This design comes from an exercise in tuning for small area, a short achievable clock period and few clock cycles on the open sky130 flow, not from production work. Power figures rest on the tool's default switching activity, not on a simulated workload.

== v6 ==
// pcap_stream_deframer_core
module pcap_stream_deframer_core
#(
    parameter int unsigned OUT_DEPTH = psdf_pkg::OUT_DEPTH_DEFAULT
)
(
    input  logic             clk,
    input  logic             rst_n,
    input  logic             s_tvalid,
    output logic             s_tready,
    input  logic [7:0]       s_tdata,    
    input  logic             s_tuser,    
    input  logic             s_tlast,    
    output logic             m_tvalid,
    input  logic             m_tready,
    output logic [159:0]     m_tdata,
    output logic [2:0]       m_tuser,    
    output logic             m_tlast,    
    input  logic             cfg_valid,
    output logic             cfg_ready,
    input  logic [psdf_pkg::CAP_W-1:0] cfg_data    
);
Size: about 1,000 cells after synthesis, roughly 200 I/O pins, ~12,000 um^2 of cells after synthesis.
==> flow/config.mk <==
export PLATFORM = sky130hd
export DESIGN_NAME = pcap_stream_deframer_core
export DESIGN_NICKNAME = pcap_stream_deframer_core
export VERILOG_FILES = /design/flow/design.v
export SDC_FILE = /design/flow/constraint.sdc
export NUM_CORES = 4
export LEC_CHECK = 0
export CAP_MARGIN = 20
export CORE_MARGIN = 2
export CORE_UTILIZATION = 40
export SETUP_SLACK_MARGIN = 3.0
export SLEW_MARGIN = 20
export TNS_END_PERCENT = 10
==> flow/constraint.sdc <==
create_clock -name core_clock -period 5.5 [get_ports {clk}]
set_input_delay 1.1000 -clock core_clock [delete_from_list [all_inputs] [get_ports {clk}]]
set_output_delay 1.1000 -clock core_clock [all_outputs]
set_load 0.01 [all_outputs]
standard.sh (not shown) runs the stock make flow with config.mk's settings and CLKGATE_MAP_FILE= SYNTH_SCRIPT=/design/flow/synth_recipe.tcl, a recipe that flattens the netlist after the stock synthesis.
==> flow/flow/run.sh <==
#!/bin/bash
# The standard layout (standard.sh: the standard flow's synthesis and ORFS flow, with
# config.mk's settings), with one change: the port buffers that ORFS puts
# on every input and output are buf_2 cells instead of the cell buffer_ports
# picks by itself.
set -euo pipefail
export BUFFER_PORTS_ARGS="-buffer_cell sky130_fd_sc_hd__buf_2"
bash standard.sh > standard_flow.log 2>&1
Inputs modified between v6 and v7:
diff --git a/flow/design.v b/flow/design.v
--- a/flow/design.v
+++ b/flow/design.v
@@ -49,40 +49,47 @@
     logic [18:0] rem;
     logic [18:0] cl;
     logic [18:0] lim;
     logic [31:0] snap;
     logic [31:0] cnt;
     logic [95:0] sr;
     logic [7:0]  pb;
     logic acc, go, pop, bstep;
+    logic cl_clr;
+    logic [7:0] hd;
+    function automatic logic [3:0] hdr_pos(input int k);
+        hdr_pos = (k < 8) ? 4'(k) : 4'(k + 4);
+    endfunction
     assign s_tready  = rdy;
     assign cfg_ready = 1'b1;
     assign m_tvalid  = o_v;
     assign acc   = s_tvalid && rdy;
     assign go    = in_v && (!o_v || m_tready);
     assign bstep = go && in_bv;
     assign pop   = go && !(in_bv && in_eos);
+    assign cl_clr = ph != PH_REC || (!in_bv && in_eos)
+                    || (in_bv && idx[3:0] == 4'd15 && (gt || over_lim));
+    assign hd     = cl_clr ? 8'd0 : in_b;
     logic        fh_ok;
     logic [1:0]  fh_code;
     logic [1:0]  err_n;
     logic        rec_last;
     logic [3:0]  rec_st;
     logic        rem_one;
     logic        cap_byte;
     logic        res;
     logic        res_pay;
     logic        res_stat;
     logic [3:0]  res_st;
     logic        res_lip;
     logic        res_loi;
     logic [1:0]  ph_n;
     logic [4:0]  idx_n;
     logic        cnt_inc;
-    logic        sr_sh;
     logic        snap_en;
     logic        nano_n;
     always_comb
     begin
         case (idx)
             5'd0:    fh_ok = (in_b == 8'hd4) || (in_b == 8'h4d);
             5'd1:    fh_ok = in_b == (nano ? 8'h3c : 8'hc3);
             5'd2:    fh_ok = in_b == 8'hb2;
@@ -107,17 +114,16 @@
         res_pay  = 1'b0;
         res_stat = 1'b1;
         res_st   = 4'd0;
         res_lip  = 1'b0;
         res_loi  = 1'b1;
         ph_n     = ph;
         idx_n    = idx;
         cnt_inc  = 1'b0;
-        sr_sh    = 1'b0;
         snap_en  = 1'b0;
         nano_n   = nano;
         if (in_bv)
         begin
             case (ph)
                 PH_FILE:
                 begin
                     snap_en = idx[4:2] == 3'b100;
@@ -137,27 +143,25 @@
                         else
                             ph_n = PH_REC;
                     end
                     else
                         idx_n = idx + 5'd1;
                 end
                 PH_REC:
                 begin
-                    sr_sh   = !cap_byte;
                     snap_en = cap_byte;
                     if (rec_last)
                     begin
                         idx_n = 5'd0;
                         res   = 1'b1;
                         if (rec_st != 4'd0)
                         begin
                             res_st = rec_st;
                             ph_n   = PH_STOP;
-                            sr_sh  = 1'b0;
                         end
                         else
                         begin
                             res_stat = 1'b0;
                             res_loi  = !in_eos;
                             if (rem_zero)
                             begin
                                 res_lip = 1'b1;
@@ -293,33 +297,26 @@
             o_pay  <= res_pay;
             o_stat <= res_stat;
             o_st   <= res_st;
             o_lip  <= res_lip;
             o_loi  <= res_loi;
         end
         if (go)
         begin
-            if (sr_sh)
-                sr <= {in_b, sr[95:8]};
-            else if (res && (res_stat || res_pay))
-                sr <= 96'd0;
-            if (res)
-                pb <= res_pay ? in_b : 8'd0;
-            if (bstep && ph == PH_REC && cap_byte)
-            begin
-                case (idx[1:0])
-                    2'd0: cl[7:0]   <= in_b;
-                    2'd1: cl[15:8]  <= in_b;
-                    2'd2: cl[18:16] <= in_b[2:0];
-                    default: ;
-                endcase
-            end
-            else if (res && (res_stat || res_pay))
-                cl <= 19'd0;
+            for (int k = 0; k < 12; k++)
+                if (cl_clr || (ph == PH_REC && in_bv && idx[3:0] == hdr_pos(k)))
+                    sr[8*k +: 8] <= hd;
+            pb <= (ph == PH_DATA && in_bv) ? in_b : 8'd0;
+            if (cl_clr || (ph == PH_REC && in_bv && idx[3:0] == 4'd8))
+                cl[7:0]   <= hd;
+            if (cl_clr || (ph == PH_REC && in_bv && idx[3:0] == 4'd9))
+                cl[15:8]  <= hd;
+            if (cl_clr || (ph == PH_REC && in_bv && idx[3:0] == 4'd10))
+                cl[18:16] <= hd[2:0];
         end
         if (bstep && snap_en)
             snap <= {(ph == PH_FILE) ? in_b : snap[7:0], snap[31:8]};
         if (bstep && ph == PH_REC && cap_byte)
         begin
             gt <= (in_b > snap[7:0]) || (in_b == snap[7:0] && gt && idx[1:0] != 2'd0);
             case (idx[1:0])
                 2'd0: rem[7:0]   <= in_b;
### Flow results
- Higher die height among v7 and v6: v6
- Taking v6 as the reference, in v7 first-pass GRT wire length shrank by 11%; total power went up 29 uW; area of the mapped netlist dropped 640 um^2; met3 layer wire length in the routed design now larger.
- NOTE: clock skew in v7 falls short of that of v6
- In v7 the worst ir drop on vdd turned out 3.4% higher than in v6.
- Buffer count excluding the clock tree in the final layout, v7 and v6: lower on v7
- Unique cell type count in the Yosys netlist came out exactly the same in v7 and v6.
- In the reports for v7 and v6, the larger power density over the cells belongs to v7.
- Measured against v7, the fmax of v6 comes out at 0.859 times the reference value.
- Global-route met1 utilization delta for v7 relative to v6: 0.64 points lower
- Looking at critical path capture point, the err[1] result is from v7; the sr[55] one comes from v6.
- [diff] routed wire length, v7 relative to v6: improvement
No run of this note included a check of the RTL's function; only the layout flow was run.

what the ideal ports hide:
The results above use ideal ports. As a check the final layouts listed here were re-extracted and re-timed, cells and wires unchanged.
Step 1 sets driving cells, clkbuf_16 on the clock port and buf_2 on the other inputs (assumed; they add their load-dependent delay and slew).
Step 2 moves the port delays by t, midway between the first and last clock arrival at a register: inputs arrive t later, outputs are due t later. That takes back most of the time a late clock gives input paths.
a / b / c = ideal ports / drivers / drivers and shift; a / b = the first two.
run	shift t [ns]	setup slack, ns	hold slack, ns	worst setup path after step 2	worst slew at a driven data input, ns
v6	0.605	2.492 / 2.492 / 2.042	0.410 / 0.410 / 0.410	input to register	0.04
v7	0.585	2.917 / 2.917 / 2.404	0.419 / 0.419 / 0.419	input to register	0.04
After both steps every run listed still meets setup and hold. The setup slack of v7, which loses most, moves by 0.000 ns with the drivers and by -0.513 ns with both steps.
